This design comes from an exercise in tuning for small area on the open sky130 flow, not from production work.
The RTL was checked by simulation tests, not by an equivalence proof against the original design.
Power is estimated from default activity; no workload was simulated.

File: design/flow/design.v
package rv_pkg;
  localparam int xlen = 32;
  typedef logic [31:0]     word_t;
  typedef logic [4:0]      reg_addr_t;
  typedef logic [3:0]      byte_en_t;
  typedef logic [2:0]      funct3_t;
  typedef logic [7:0]      byte_t;
endpackage
`timescale 1ns/10ps
module rv_regfile (
  input  logic              clk,
  input  logic              pol,
  input  logic              we,
  input  logic              clr,
  input  rv_pkg::reg_addr_t rs1,
  input  rv_pkg::reg_addr_t rs2,
  input  rv_pkg::reg_addr_t rd,
  input  rv_pkg::byte_t     wd,
  output rv_pkg::byte_t     rs1_byte,
  output rv_pkg::byte_t     rs2_byte
);
  logic [31:0]   regs [1:31];
  rv_pkg::byte_t wd_s;
  assign wd_s = wd ^ {8{pol}};
  always_ff @(posedge clk) begin
    for (int i = 1; i < 32; i++) begin
      if (clr || (we && rd == i[4:0])) begin
        regs[i] <= {~wd_s, regs[i][31:8]};
      end else begin
        regs[i] <= {~regs[i][7:0], regs[i][31:8]};
      end
    end
  end
  rv_pkg::byte_t tails [0:31];
  always_comb begin
    tails[0] = {8{pol}};
    for (int i = 1; i < 32; i++) tails[i] = regs[i][7:0];
  end
  assign rs1_byte = tails[rs1] ^ {8{pol}};
  assign rs2_byte = tails[rs2] ^ {8{pol}};
endmodule
`timescale 1ns/10ps
module rv_core (
  input  logic             clk,
  input  logic             rst,
  input  rv_pkg::word_t    insn,
  input  rv_pkg::word_t    dmem_rdata,
  output rv_pkg::word_t    pc,
  output rv_pkg::word_t    dmem_addr,
  output rv_pkg::word_t    dmem_wdata,
  output rv_pkg::byte_en_t dmem_be,
  output logic             halt
);
  logic [1:0]  ph;        
  logic        pass;      
  logic        clr;       
  logic        pol;       
  logic [31:2] pc_q;
  logic [23:0] s_q;       
  logic [31:0] t_q;       
  logic        c_q;       
  logic        ci_q;      
  logic        z_q;       
  logic        flag_q;    
  logic        sgn_q;     
  logic [4:0]  sh_q;      
  logic [4:0] op;
  logic [2:0] f3;
  logic is_lui, is_auipc, is_jal, is_jalr, is_br, is_ld, is_st, is_alu;
  logic is_reg, is_shift, is_slt, is_logic, two_pass, last;
  assign op       = insn[6:2];
  assign f3       = insn[14:12];
  assign is_lui   = !op[4] && op[0] && op[3];
  assign is_auipc = !op[4] && op[0] && !op[3];
  assign is_jal   = op[1];
  assign is_jalr  = op[4] && op[0] && !op[1];
  assign is_br    = op[4] && !op[2] && !op[0];
  assign is_ld    = !op[4] && !op[3] && !op[2];
  assign is_st    = !op[4] && op[3] && !op[2];
  assign is_alu   = !op[4] && op[2] && !op[0];
  assign is_reg   = is_alu && op[3];
  assign halt     = op[4] && op[2];
  assign is_shift = is_alu && f3[1:0] == 2'b01;
  assign is_slt   = is_alu && f3[2:1] == 2'b01;
  assign is_logic = is_alu && f3[2] && f3 != 3'b101;
  assign two_pass = is_br || is_ld || is_st || is_shift || is_slt;
  assign last     = !two_pass || pass;
  rv_pkg::word_t imm;
  rv_pkg::byte_t imm_b;
  always_comb begin
    if (!op[4] && op[0])
      imm = {insn[31:12], 12'b0};
    else if (is_jal)
      imm = {{12{insn[31]}}, insn[19:12], insn[20], insn[30:21], 1'b0};
    else if (is_br)
      imm = {{20{insn[31]}}, insn[7], insn[30:25], insn[11:8], 1'b0};
    else if (is_st)
      imm = {{21{insn[31]}}, insn[30:25], insn[11:7]};
    else
      imm = {{21{insn[31]}}, insn[30:20]};
    imm_b = imm[8*ph +: 8];
  end
  rv_pkg::byte_t rs1_b, rs2_b, wd;
  logic          we;
  rv_regfile regfile0 (
    .clk(clk), .pol(pol), .we(we), .clr(clr), .rs1(insn[19:15]), .rs2(insn[24:20]),
    .rd(insn[11:7]), .wd(wd), .rs1_byte(rs1_b), .rs2_byte(rs2_b)
  );
  rv_pkg::byte_t pc_b, a, b, bx, sum, alu_out;
  logic          sub, cin, cout;
  assign pc_b = {pc_q, 2'b00} >> (8 * ph);
  assign a    = is_lui ? 8'h00 :
                (is_auipc || is_jal || (is_br && pass)) ? pc_b : rs1_b;
  assign b    = (is_reg || (is_br && !pass)) ? rs2_b : imm_b;
  assign sub  = (is_reg && f3 == 3'b000 && insn[30]) || is_slt || (is_br && !pass);
  assign bx   = sub ? ~b : b;
  assign cin  = (ph == 2'd0) ? sub : c_q;
  assign {cout, sum} = {1'b0, a} + {1'b0, bx} + {8'b0, cin};
  always_comb begin
    if (is_logic) begin
      case (f3[1:0])
        2'b00:   alu_out = a ^ b;
        2'b10:   alu_out = a | b;
        default: alu_out = a & b;
      endcase
    end else begin
      alu_out = sum;
    end
  end
  logic eq, lt, ltu, cmp, flag_d;
  assign eq     = (ph == 2'd0 || z_q) && sum == 8'h00;
  assign lt     = (a[7] ^ b[7]) ? a[7] : sum[7];
  assign ltu    = !cout;
  assign cmp    = (is_br ? f3[1] : f3[0]) ? ltu : lt;
  assign flag_d = is_br ? ((f3[2] ? cmp : eq) ^ f3[0]) : cmp;
  rv_pkg::byte_t inc;
  logic          inc_c;
  assign {inc_c, inc} = {1'b0, pc_b} + {6'b0, ph == 2'd0, 2'b00} + {8'b0, ph != 2'd0 && ci_q};
  rv_pkg::byte_t np;
  logic          take;
  assign take = is_jal || is_jalr || (is_br && flag_q) || ((is_ld || is_st) && !pass);
  assign np   = take ? sum : inc;
  logic [1:0]  q;
  logic [2:0]  r;
  logic        right;
  logic [2:0]  qq;        
  logic [1:0]  lo_sel, hi_sel;
  logic        lo_ok, hi_ok;
  logic [2:0]  off;
  rv_pkg::byte_t lo, hi, fill, sh_out;
  logic [15:0] w;
  logic        ld_in;     
  assign ld_in = f3[1] || (f3[0] ? !ph[1] : ph == 2'd0);
  assign q     = sh_q[4:3];
  assign r     = sh_q[2:0];
  assign right = f3[2] || is_ld;
  assign qq    = {1'b0, q} + {2'b0, r != 3'd0};
  assign fill  = {8{sgn_q && (is_ld ? !f3[2] : f3[2] && insn[30])}};
  always_comb begin
    if (right) begin
      lo_sel = q;
      lo_ok  = {1'b0, ph} + {1'b0, q} <= 3'd3;
      hi_ok  = {1'b0, ph} + {1'b0, q} <= 3'd2;
      off    = r;
    end else begin
      lo_sel = 2'd0 - qq[1:0];
      lo_ok  = {1'b0, ph} >= qq;
      hi_ok  = {1'b0, ph} + 3'd1 >= qq;
      off    = 3'd0 - r;
    end
    if (is_ld) lo_ok = ld_in;
    hi_sel = lo_sel + 2'd1;
    lo = lo_ok ? t_q[8*lo_sel +: 8] : fill;
    hi = hi_ok ? t_q[8*hi_sel +: 8] : fill;
    w  = {hi, lo};
    sh_out = w[off +: 8];
  end
  always_comb begin
    if (clr) wd = 8'h00;
    else if (is_jal || is_jalr) wd = inc;
    else if (is_ld || is_shift) wd = sh_out;
    else if (is_slt) wd = {7'b0, ph == 2'd0 && flag_q};
    else wd = alu_out;
  end
  assign we = (is_lui || is_auipc || is_jal || is_jalr || ((is_alu || is_ld) && last))
              && !clr;
  logic [31:2] addr;
  logic [3:0]  be_mask;
  assign addr = {np, s_q[23:2]};
  assign dmem_addr = {addr, 2'b00};
  assign dmem_wdata = {f3[1] ? rs2_b : (f3[0] ? t_q[23:16] : t_q[15:8]),
                       f3[1] ? t_q[31:24] : t_q[15:8],
                       (f3[1:0] == 2'b00) ? t_q[15:8] : t_q[23:16],
                       t_q[15:8]};
  assign be_mask = f3[1] ? 4'b1111 : (f3[0] ? 4'b0011 : 4'b0001);
  assign dmem_be = (is_st && !pass && ph == 2'd3 && !clr && !rst) ? (be_mask << sh_q[4:3]) : 4'b0000;
  assign pc = {pc_q, 2'b00};
  always_ff @(posedge clk) begin
    if (rst) begin
      ph   <= 2'd0;
      pass <= 1'b0;
      clr  <= 1'b1;
      pc_q <= '0;
    end else begin
      ph <= ph + 2'd1;
      if (ph == 2'd3) begin
        if (clr) begin
          clr <= 1'b0;
        end else if (last) begin
          pass <= 1'b0;
          pc_q <= addr;
        end else begin
          pass <= 1'b1;
        end
      end
    end
  end
  always_ff @(posedge clk) begin
    if (ph == 2'd3) pol <= !pol;
    c_q  <= cout;
    ci_q <= inc_c;
    z_q  <= eq;
    if (ph == 2'd3 && !pass) flag_q <= flag_d;
    if (ph == 2'd0 && !pass) sh_q <= (is_ld || is_st) ? {sum[1:0], 3'b000} : b[4:0];
    if (is_ld && pass) begin
      if (ld_in) sgn_q <= sh_out[7];
    end else if (ph == 2'd3) begin
      sgn_q <= rs1_b[7];
    end
    s_q <= {np, s_q[23:8]};
    if (is_ld && !pass && ph == 2'd3) begin
      t_q <= dmem_rdata;
    end else begin
      t_q <= {is_st ? rs2_b : (pass ? t_q[7:0] : rs1_b), t_q[31:8]};
    end
  end
endmodule
File: design/flow/flow/run.sh
#!/bin/bash
# Standard ORFS layout with these changes: after floorplan the combinational
# logic is remapped for area (flow/restructure.tcl), ports are buffered with the
# smallest buffer, and clock tree synthesis uses larger sink clusters without
# dummy loads.
set -euo pipefail
WORK=$(pwd)
mkdir -p "$WORK/rmp"
python3 "$WORK/flow/filter_lib.py" "$FLOW_HOME/platforms/sky130hd/lib/sky130_fd_sc_hd__tt_025C_1v80.lib" \
  "$WORK/rmp/restructure.lib" lpflow probe > "$WORK/filter_lib.log" 2>&1
export RMP_LIB="$WORK/rmp/restructure.lib"
export RMP_DIR="$WORK/rmp"
export POST_FLOORPLAN_TCL="$WORK/flow/restructure.tcl"
export BUFFER_PORTS_ARGS="-buffer_cell sky130_fd_sc_hd__buf_1"
export CTS_ARGS="-sink_clustering_enable -repair_clock_nets -dont_use_dummy_load -buf_list sky130_fd_sc_hd__clkbuf_8 -sink_clustering_size 20 -sink_clustering_max_diameter 40"
bash standard.sh > orfs_make.log 2>&1
File: design/flow/flow/filter_lib.py
"""Write a copy of a Liberty file without the cells whose names match any of the
given substrings (the platform's don't-use cells), for logic restructuring."""
import re
import sys

src, dst = sys.argv[1], sys.argv[2]
drop = sys.argv[3:]
text = open(src).read()
out = []
pos = 0
for m in re.finditer(r'\n\s*cell\s*\(\s*"?([\w]+)"?\s*\)\s*\{', text):
    if m.start() < pos:
        continue
    name = m.group(1)
    if not any(d in name for d in drop):
        continue
    # find the matching close brace of this cell group
    depth = 0
    i = m.end() - 1
    while True:
        c = text[i]
        if c == '{':
            depth += 1
        elif c == '}':
            depth -= 1
            if depth == 0:
                break
        i += 1
    out.append(text[pos:m.start()])
    pos = i + 1
out.append(text[pos:])
open(dst, 'w').write(''.join(out))
File: design/flow/flow/restructure.tcl
# Sourced after floorplan (POST_FLOORPLAN_TCL): drop the buffers synthesis
# inserted and remap the combinational logic for area. Registers are left as
# synthesis made them. The liberty given to the remapper has the platform's
# don't-use cells removed.
remove_buffers
restructure -target area -liberty_file $::env(RMP_LIB) \
  -tielo_port sky130_fd_sc_hd__conb_1/LO -tiehi_port sky130_fd_sc_hd__conb_1/HI \
  -work_dir $::env(RMP_DIR) -abc_logfile $::env(RMP_DIR)/abc.log
report_design_area
File: design/flow/standard.sh
#!/bin/bash
# synth_recipe.tcl (not shown) runs the flow's synth.tcl, then flattens the netlist and writes it again
# the make line also repeats each setting of config.mk as NAME=value (left out here)
make -C /OpenROAD-flow-scripts/flow DESIGN_CONFIG=/design/flow/config.mk WORK_HOME=/design/flow/orfs CLKGATE_MAP_FILE= SYNTH_SCRIPT=/design/flow/synth_recipe.tcl "${@:-finish}"
File: design/flow/config.mk
export PLATFORM = sky130hd
export DESIGN_NAME = rv_core
export DESIGN_NICKNAME = rv_core
export VERILOG_FILES = /design/flow/design.v
export SDC_FILE = /design/flow/constraint.sdc
export NUM_CORES = 4
export LEC_CHECK = 0
export CAP_MARGIN = 20
export CORE_MARGIN = 2
export CORE_UTILIZATION = 60
export SLEW_MARGIN = 20
File: design/flow/constraint.sdc
create_clock -name core_clock -period 15.0 [get_ports {clk}]
set_input_delay 3.0000 -clock core_clock [delete_from_list [all_inputs] [get_ports {clk}]]
set_output_delay 3.0000 -clock core_clock [all_outputs]
set_load 0.01 [all_outputs]
==> results of run 1 <==
critical path, delay by kind of cell:
| kind | cells | cell delay (ps) |
|---|---|---|
| AOI/OAI and AO/OA | 12 | 3590 |
| buffers and inverters | 7 | 2230 |
| and+or+nand+nor | 4 | 1840 |
cell type report:
cell class	count	area (sq um)
repair buffers	249	1261
flip-flops and latches	1091	21920
inverters	197	739.5
well taps	846	1059
diodes	7	17.52
clock buffers	92	1266
multi-input cells	1322	8775
fillers	5294	27700
flip-flops by register name, indices dropped and copies added, names as in the netlist:
register,cells
c_q,1
flag_q,1
sh_q,5
pol,1
s_q,22
regfile0.regs,992
sgn_q,1
pass,1
z_q,1
ph,2
clr,1
t_q,32
pc_q,30
ci_q,1
metrics by stage:
stage / total power, uW / setup WS [ps] / instance area [sq um]
floorplan: 4043 / 5032 / 37840
global placement: 4087 / 1845 / 33730
detailed placement: 4103 / 1796 / 33740
CTS: 5457 / 1765 / 35000
global route: 5642 / 1242 / 35020
finish: 5472 / 1325 / 35040
metal layers:
metal / GRT usage, % / up-vias / wire length [um]
met5: 0 / - / 50
met4: 21.69 / 8 / 8461
met3: 8.777 / 390 / 11400
met2: 57.61 / 1529 / 54500
met1: 49.10 / 12210 / 51190
li1: - / 10700 / -
worst max-delay path by stage:
stage,startpoint,end,cells past startpoint
2_1_floorplan,insn[22],dmem_addr[30],20
3_3_place_gp,insn[20],dmem_addr[31],23
3_5_place_dp,insn[20],dmem_addr[31],23
4_1_cts,insn[20],dmem_addr[31],23
5_1_grt,insn[19],dmem_addr[31],23
6_report,insn[20],dmem_addr[31],23
power groups by stage:
| stage | sequential [uW] | clock [uW] | combinational [uW] |
|---|---|---|---|
| 6_report | 3390 | 1400 | 682 |
| 5_1_grt | 3410 | 1510 | 722 |
| 4_1_cts | 3380 | 1410 | 662 |
| 3_5_place_dp | 3440 | 0 | 658 |
| 3_3_place_gp | 3430 | 0 | 656 |
| 2_1_floorplan | 3400 | 0 | 644 |
cells by family after synthesis:
kind of cell	Yosys count	synth area share (%)
and+or+nand+nor	1129	14.95
DFF	1091	57.94
AOI/OAI and AO/OA	855	16.33
buffers and inverters	337	3.969
muxes	153	4.498
adders and majority gates	42	1.449
xor gates and xnor gates	35	0.8500
other	1	0.009912
cell usage in the layout (no fill, tap or decap), types with 13 or more instances in the layout:
master,count
o22ai_1,383
a22oi_1,83
a21oi_1,48
o221ai_1,35
buf_1,160
dfxtp_1,1083
a222oi_1,76
nor2_1,144
a22o_1,57
clkinv_1,197
clkbuf_8,92
o2111ai_1,13
a31oi_1,14
nor3_2,13
buf_4,86
nor3_1,22
o21ai_0,114
nor4_1,13
nand2_1,60
a221oi_1,39
o22a_1,19
o32ai_1,36
==> qor.csv, run 1 <==
metric;value;unit
status;timing/DRC/antenna clean;
sw frac;27.79;%
Routed WL;125600;um
cell depth of the worst hold path;0;
Fin Hold WS;276.6;ps
RR Startpoint;regfile0.regs[2][0];
P_leak;0.01299;uW
max_slew headroom;19.55;%
NetSw;1521;uW
Slew Viols, Final;0;
Die ar.;65080;sq um
Min-Delay Path Class;flop to flop;
Max Cap Violations;0;
worst hold endpoint;regfile0.regs[9][22];
critical path's largest stage delay;900;ps
Yosys warning count;4;
root buffer cell;clkbuf_8;
Async S/R FF share, synth;0;%
area grow syn2layout;-7.382;%
number of port buffers;160;
Final Hold Fails;0;
Max VDD drop;0.0001365;V
# hold bufs at CTS;0;
DR WL/cell;33.02;um
RSZ-0062 raised after global routing;false;
All-Layer GR Usage;37.69;%
Routed Antenna Nets;0;
Critical Path Fanout Max;10;
Mapped Cells;3643;
# nets final;3019;
Placer Congestion;1.056;
Synth area leaders;dfxtp_1 57%, nand2_1 3.7%, mux2i_1 3.3%, a21oi_1 2.4%, nand3_1 2.4%;
Reg2Reg Depth;25;
count leader, synth;dfxtp_1;
Power Density;156.2;nW/um^2
#FFs+latches synth;1091;
combinational power share;12.5;%
Fin Setup TNS;0;ps
critical path class;input pin to output pin;
synthesized area per cell;10.38;sq um
Final Skew;114.3;ps
Starting DRT DRC Count;3534;
Reg2Reg Setup Slack;7070;ps
DP HPWL;91980;um
worst-margin pin slew;1190;ps
Seq/Total Area, Yosys;57.94;%
min Tclk post-route;13680;ps
critical path, cell by cell;buf_1, clkinv_1, nor3_1, clkinv_1, nor2_1, nand2_1, o2111ai_1, nor4_1, o21ai_0, clkinv_1, o22ai_1, clkinv_1, o22ai_1, o21ai_0, o22a_1, o22a_1, o22a_1, o22a_1, o22ai_1, clkinv_1, o22ai_1, a22o_1, buf_1;
vias in the first global route;22980;
First-pass DRT Iterations;8;
post-CTS sizing;0;
Critical Path RT;12000;ps
Placed Cells;3702;
RR Endpoint;regfile0.regs[9][30];
Crit path arrival time;10680;ps
Top cell by count, worst path;clkinv_1;
clock latency on the worst-skew pair;760;ps
core region area;62740;sq um
Post-CTS Setup Repair Bufs;0;
H-tree depth;3;
Synth cell types;107;
via count;24830;
crit end category;output pin;
sequential power share;62.0;%
CP startpoint kind;input pin;
Int Pwr;3951;uW
Longest Clk Path Bufs;3;
Sink Count;1091;
Initial Utilization;60.30;%
DR vias/cell;6.527;
global-route wire length before repair;171000;um
DRC Markers;0;
Yosys top cell area share;57.31;%
grt ovf;0;
fmax;73.12;MHz
I/O pins;167;
post-route core utilization;55.85;%
Die Wd;255.1;um
number of synthesized flops with an enable pin;8;
predominant post-synthesis flop cell;dfxtp_1;
Worst Min Path Start;regfile0.regs[9][30];
share of cells above drive strength 1;7.082;%
largest net degree at the start of global routing;36;
Clock power frac;25.5;%
Cell Area, Synth;37830;sq um
final critical-path share of the clock period;91.17;%
CTS tree;done;
Die Span Y;255.1;um
initial antenna violation count;10;
total CTS buffers;92;
Rows;92;
most instantiated cells after synthesis;1083 x dfxtp_1, 375 x nand2_1, 204 x clkbuf_1;
# setup viols final;0;
Synth area leader;dfxtp_1;
Reg clk slew, reported paths;100;ps
CP max stage cell;nor3_1;
final std cells w/o fill;3804;
==> run 2: changes to the inputs <==
--- a/design/flow/config.mk
+++ b/design/flow/config.mk
@@ -7,5 +7,5 @@
 export LEC_CHECK = 0
 export CAP_MARGIN = 20
 export CORE_MARGIN = 2
-export CORE_UTILIZATION = 60
+export CORE_UTILIZATION = 70
 export SLEW_MARGIN = 20
==> qor.csv, run 2 <==
metric;value;unit;change
status;timing/DRC/antenna clean;;
DP HPWL;87630;um;-4.7%
area grow syn2layout;-8.196;%;
crit end category;output pin;;
Seq/Total Area, Yosys;57.94;%;unchanged
global-route wire length before repair;168700;um;-1.3%
root buffer cell;clkbuf_8;;
Async S/R FF share, synth;0;%;unchanged
Max VDD drop;0.0001597;V;+17%
Initial Utilization;70.58;%;+10 points
Synth cell types;107;;unchanged
I/O pins;167;;unchanged
most instantiated cells after synthesis;1083 x dfxtp_1, 375 x nand2_1, 204 x clkbuf_1;;
synthesized area per cell;10.38;sq um;unchanged
RR Endpoint;regfile0.regs[12][30];;
DRC Markers;0;;unchanged
Fin Setup TNS;0;ps;unchanged
Routed Antenna Nets;0;;unchanged
fmax;74.92;MHz;+2.5%
Synth area leader;dfxtp_1;;
Largest regs;regfile0.regs x992, t_q x32, pc_q x30;;
fillcell total;4054;;-23%
Final Skew;131.8;ps;+17.51 ps
min Tclk post-route;13350;ps;-327.6 ps
Synth area leaders;dfxtp_1 57%, nand2_1 3.7%, mux2i_1 3.3%, a21oi_1 2.4%, nand3_1 2.4%;;
Crit path arrival time;10350;ps;-330 ps
Final Hold Fails;0;;unchanged
Yosys warning count;4;;unchanged
capture point of the worst path;dmem_addr[31];;
Die Span Y;236.5;um;-7.3%
# hold bufs at CTS;0;;unchanged
initial antenna violation count;14;;+4
final critical-path share of the clock period;88.98;%;-2.2 points
Top cell by count, worst path;clkinv_1;;
commonest non-fill, non-tap cell in the layout;dfxtp_1;;
Critical Path Fanout Max;24;;+14
Die ar.;55920;sq um;-14%
RR Startpoint;regfile0.regs[7][1];;
Placer Congestion;1.109;;+5.0%
post-route core utilization;64.79;%;+8.9 points
DR vias/cell;6.989;;+7.1%
Longest Clk Path Bufs;3;;unchanged
largest net degree at the start of global routing;35;;-2.8%
Min-Delay Path Class;flop to flop;;
clock latency on the worst-skew pair;750;ps;about the same
area of the multi-input gates;8761;sq um;-0.16%
Final Cell Area;34730;sq um;-0.88%
Sink Count;1091;;unchanged
Max Cap Violations;0;;unchanged
total CTS buffers;87;;-5.4%
CP Launch Point;insn[22];;
Yosys top cell area share;57.31;%;unchanged
via count;25470;;+2.6%
worst-margin pin slew;1257;ps;+66.83 ps
Seq. cell area;21920;sq um;unchanged
core region area;53600;sq um;-15%
DR WL/cell;33.22;um;+0.61%
Power Density;156.2;nW/um^2;about the same
CTS tree;done;;
Mapped Cells;3643;;unchanged
count leader, synth;dfxtp_1;;
Die Wd;236.5;um;-7.3%
max reg flops;992;;unchanged
critical path's largest stage delay;750;ps;-150 ps
P_leak;0.01292;uW;-0.52%
grt ovf;0;;unchanged
Routed WL;121100;um;-3.6%
Starting DRT DRC Count;4478;;+27%
CP max stage cell;nor2_1;;
Slew Viols, Final;0;;unchanged
Post-CTS Setup Repair Bufs;0;;unchanged
max_slew headroom;15.44;%;-4.1 points
Reg clk slew, reported paths;110;ps;about the same
# nets final;3007;;-0.40%
largest reg by FF count;regfile0.regs;;
number of synthesized flops with an enable pin;8;;unchanged
Reg2Reg Setup Slack;7070;ps;about the same
H-tree depth;3;;unchanged
Cell Area, Synth;37830;sq um;unchanged
#FFs+latches synth;1091;;unchanged
# setup viols final;0;;unchanged
Rows;85;;-7.6%
Reg2Reg Depth;27;;+8.0%
CP startpoint kind;input pin;;
dpl cell area;33510;sq um;-0.68%
share of cells above drive strength 1;6.635;%;-0.45 points
First-pass DRT Iterations;13;;+5
All-Layer GR Usage;42.28;%;+4.6 points
number of port buffers;160;;unchanged
RSZ-0062 raised after global routing;false;;
commonest non-fill, non-tap cells in the layout;1083 x dfxtp_1, 383 x o22ai_1, 197 x clkinv_1;;
predominant post-synthesis flop cell;dfxtp_1;;
vias in the first global route;23520;;+2.3%
Critical Path RT;12000;ps;about the same
critical path class;input pin to output pin;;
post-CTS sizing;0;;unchanged
[run 2: cell types whose count changed in the layout (fill, tap and decap cells not counted), moves of 2 or more]
cell and change:
clkbuf_8 -5, a2111oi_0 +2, a2111oi_1 -2, o21ai_0 -7
buf_4 -4, o21ai_1 +7, diode_2 +3, clkbuf_2 -2
[run 2: worst min path at each step]
| stage | startpoint | to | slack [ps] | depth (start not counted) |
|---|---|---|---|---|
| after floorplan | regfile0.regs[10][8] | regfile0.regs[10][0] | 310 | 0 |
| after global placement | regfile0.regs[1][20] | regfile0.regs[1][12] | 310 | 0 |
| after detailed placement | regfile0.regs[25][10] | regfile0.regs[25][2] | 310 | 0 |
| after CTS | regfile0.regs[23][30] | regfile0.regs[23][22] | 210 | 0 |
| after global routing | regfile0.regs[23][30] | regfile0.regs[23][22] | 230 | 0 |
| final | regfile0.regs[23][30] | regfile0.regs[23][22] | 220 | 0 |
[run 2: cell type report]
class                           count  area share (%)
Clock buffer                       87           3.448
Inverter                          197           2.129
Sequential cell                  1091           63.12
Multi-Input combinational cell   1322           25.23
Antenna cell                       10         0.07205
Tap cell                          696           2.507
Timing Repair Buffer              242           3.502
[run 2: critical path: cells and delay by family]
family	cells	cell delay (ps)
compound gates	13	3780
buf+inv	8	2190
simple gates	6	1360
[run 2: cells by family (layout without fill, tap and decap cells)]
group	count (synthesis)	in the layout	share of synthesized area [%]
buf+inv	337	526	3.969
compound gates	855	1009	16.33
mux	153	0	4.498
simple gates	1129	304	14.95
fa+ha+maj	42	0	1.449
xor+xnor	35	5	0.8500
other cells	1	14	0.009912
flops	1091	1091	57.94
[run 2: stage by stage]
stage          setup WS (ps)  std cells  hold slack (ps)  power, uW
2_1_floorplan           5032       3646            309.6       4043
3_3_place_gp            2046       3548            309.5       4061
3_5_place_dp            2108       3548            312.1       4086
4_1_cts                 2090       3635            207.3       5389
5_1_grt                 1555       3642            228.8       5571
6_report                1652       3645            217.2       5426
[run 2: power by group]
part / switching (uW) / internal [uW]
Clock: 834 / 517
Combinational: 452 / 224
Sequential: 219 / 3180
[run 2: metal layers]
layer  up-vias  global-route usage, %  part of all wire [%]
met1     12290                  54.20                    38
met2      1940                  61.90                    42
met5         -                 0.1732                 0.044
met4         8                  28.67                   8.3
met3       555                  12.51                    12
li1      10690                      -                     -
==> run 3: changes to the inputs <==
--- a/design/flow/config.mk
+++ b/design/flow/config.mk
@@ -7,5 +7,5 @@
 export LEC_CHECK = 0
 export CAP_MARGIN = 20
 export CORE_MARGIN = 2
-export CORE_UTILIZATION = 70
+export CORE_UTILIZATION = 75
 export SLEW_MARGIN = 20
==> qor.csv, run 3 <==
metric;value;unit;change
Initial Utilization;75.71;%;+5.1 points
Async S/R FF share, synth;0;%;unchanged
Final Hold Fails;0;;unchanged
grt ovf;0;;unchanged
NetSw;1542;uW;+2.5%
commonest non-fill, non-tap cells in the layout;1083 x dfxtp_1, 383 x o22ai_1, 197 x clkinv_1;;
worst-margin pin slew;1164;ps;-93.26 ps
H-tree depth;3;;unchanged
Seq. cell area;21920;sq um;unchanged
CP startpoint kind;input pin;;
Post-CTS Setup Repair Bufs;0;;unchanged
Placer Congestion;1.128;;+1.7%
status;timing/DRC/antenna clean;;
vias in the first global route;24430;;+3.9%
largest net degree at the start of global routing;35;;unchanged
area of the multi-input gates;8765;sq um;about the same
Synth area leaders;dfxtp_1 57%, nand2_1 3.7%, mux2i_1 3.3%, a21oi_1 2.4%, nand3_1 2.4%;;
Cell Area, Synth;37830;sq um;unchanged
number of port buffers;160;;unchanged
Critical Path Fanout Max;27;;+13%
# setup viols final;0;;unchanged
Final Skew;153.6;ps;+21.71 ps
initial antenna violation count;10;;-4
largest reg by FF count;regfile0.regs;;
core region area;49970;sq um;-6.8%
Reg clk slew, reported paths;110;ps;about the same
First-pass DRT Iterations;20;;+7
DP HPWL;90350;um;+3.1%
Die Wd;228.6;um;-3.3%
Starting DRT DRC Count;5396;;+21%
Routed WL;124400;um;+2.8%
critical path's largest stage delay;930;ps;+180 ps
number of synthesized flops with an enable pin;8;;unchanged
synthesized area per cell;10.38;sq um;unchanged
Largest regs;regfile0.regs x992, t_q x32, pc_q x30;;
global-route wire length before repair;174900;um;+3.7%
post-route core utilization;69.61;%;+4.8 points
Yosys top cell area share;57.31;%;unchanged
Fin Hold WS;271.1;ps;+53.91 ps
Int Pwr;3950;uW;+0.74%
Synth area leader;dfxtp_1;;
Power Density;157.9;nW/um^2;+1.1%
DR WL/cell;34.32;um;+3.3%
Placed Cells;3524;;-0.68%
Slew Viols, Final;0;;unchanged
Seq/Total Area, Yosys;57.94;%;unchanged
area grow syn2layout;-8.067;%;
predominant post-synthesis flop cell;dfxtp_1;;
#FFs+latches synth;1091;;unchanged
Routed Antenna Nets;0;;unchanged
Die ar.;52250;sq um;-6.6%
Clock power frac;25.5;%;+0.6 points
dpl cell area;33480;sq um;about the same
# nets final;3013;;+0.20%
DRC Markers;0;;unchanged
total CTS buffers;92;;+5.7%
Longest Clk Path Bufs;3;;unchanged
max reg flops;992;;unchanged
final std cells w/o fill;3626;;-0.52%
delay-heaviest family, CP;compound AO/OA/AOI/OAI gates;;
clock latency on the worst-skew pair;780;ps;+30 ps
Max VDD drop;0.0001561;V;-2.3%
I/O pins;167;;unchanged
Rows;82;;-3.5%
P_leak;0.01296;uW;+0.31%
All-Layer GR Usage;46.70;%;+4.4 points
Critical Path RT;12000;ps;about the same
Synth cell types;107;;unchanged
commonest non-fill, non-tap cell in the layout;dfxtp_1;;
root buffer cell;clkbuf_8;;
CTS tree;done;;
Yosys warning count;4;;unchanged
Die Span Y;228.6;um;-3.3%
CP max stage cell;a221oi_1;;
fmax;74.66;MHz;-0.34%
share of cells above drive strength 1;6.825;%;+0.19 points
Sink Count;1091;;unchanged
via count;25940;;+1.8%
Fin Setup TNS;0;ps;unchanged
combinational power share;12.5;%;about the same
crit end category;output pin;;
final critical-path share of the clock period;89.29;%;+0.31 points
critical path, cell by cell;buf_1, clkinv_1, nor2_2, buf_4, clkinv_1, nor2_1, a22oi_1, o2111ai_1, a2111oi_0, a221oi_1, o221ai_1, nand2_1, o21ai_0, o22a_1, o22a_1, o22a_1, o22a_1, o22ai_1, clkinv_1, o22ai_1, a22o_1, buf_1;;
sw frac;28.08;%;+0.34 points
Crit path arrival time;10390;ps;+40 ps
Mapped Cells;3643;;unchanged
post-CTS sizing;0;;unchanged
sequential power share;62.0;%;-0.6 points
Buf+Inv Stages, Crit Path;6;;-2
# hold bufs at CTS;0;;unchanged
Min-Delay Path Class;flop to flop;;
min Tclk post-route;13390;ps;+45.78 ps
Max Cap Violations;0;;unchanged
critical path class;input pin to output pin;;
Top cell by count, worst path;o22a_1;;
Final Cell Area;34780;sq um;+0.14%
most instantiated cells after synthesis;1083 x dfxtp_1, 375 x nand2_1, 204 x clkbuf_1;;
fillcell total;3437;;-15%
RSZ-0062 raised after global routing;false;;
DR vias/cell;7.153;;+2.3%
max_slew headroom;20.42;%;+5.0 points
count leader, synth;dfxtp_1;;
run 3: routing by layer:
metal	GRT usage (%)	wire length [um]	up-vias
met1	57.05	45030	12370
met5	0	95	-
met4	33.31	11480	10
met3	16.37	15780	700
met2	68.99	52070	2165
li1	-	-	10690
run 3: power by group through the flow:
| stage | combinational, uW | clock [uW] | sequential [uW] |
|---|---|---|---|
| final | 688 | 1400 | 3410 |
| after CTS | 651 | 1400 | 3380 |
| after global routing | 713 | 1500 | 3410 |
| after detailed placement | 647 | 0 | 3450 |
| after global placement | 634 | 0 | 3420 |
| after floorplan | 644 | 0 | 3400 |
run 3: metrics by stage:
step / power [uW] / setup slack (ps)
floorplan: 4043 / 5032
global placement: 4057 / 2203
detailed placement: 4094 / 2180
CTS: 5431 / 2181
global route: 5626 / 1689
finish: 5492 / 1606
run 3: cell type report:
class / instances / area share, %
clock buffer: 92 / 3.641
timing repair buffer: 243 / 3.522
tap: 672 / 2.418
inverter: 197 / 2.126
antenna: 9 / 0.06476
multi-input combinational: 1322 / 25.20
sequential: 1091 / 63.03
run 3: worst paths after layout:
| check | start | to | slack, ps | cells past startpoint |
|---|---|---|---|---|
| hold / removal | regfile0.regs[18][27] | regfile0.regs[18][19] | 270 | 0 |
| setup reg to reg | regfile0.regs[24][0] | regfile0.regs[12][30] | 7460 | 25 |
| setup / recovery | insn[19] | dmem_addr[31] | 1610 | 22 |
| hold reg to reg | regfile0.regs[18][27] | regfile0.regs[18][19] | 270 | 0 |
run 3: cells by family after synthesis:
kind of cell	after synthesis	synth area share [%]
other	1	0.009912
DFF	1091	57.94
adders and majority gates	42	1.449
xor gates and xnor gates	35	0.8500
muxes	153	4.498
AOI/OAI and AO/OA	855	16.33
buffers and inverters	337	3.969
and+or+nand+nor	1129	14.95

[static timing again, ports no longer ideal]
In the flow no input, the clock included, has a driving cell. The finished layouts below were timed again as built, in two steps. Step 1 sets driving cells, clkbuf_16 on the clock port and buf_2 on the other inputs (assumed; they add their load-dependent delay and slew). Step 2 also shifts input and output timing later by t, the mid clock arrival at the registers, as if the neighbouring blocks saw the same clock. Slacks: no drivers / after step 1 / after step 2; pairs: no drivers / after step 1.
| run | t (ns) | slack for setup (ns) | cell pins on the clock port's net |
|---|---|---|---|
| run 1 | 0.760 | 1.325 / 1.228 / 1.228 | 1 |
| run 2 | 0.745 | 1.652 / 1.568 / 1.568 | 1 |
| run 3 | 0.760 | 1.606 / 1.500 / 1.500 | 1 |
After both steps setup and hold are still met in every run listed. The setup slack of run 3, which loses most, moves by -0.106 ns with the drivers and by -0.106 ns with both steps.
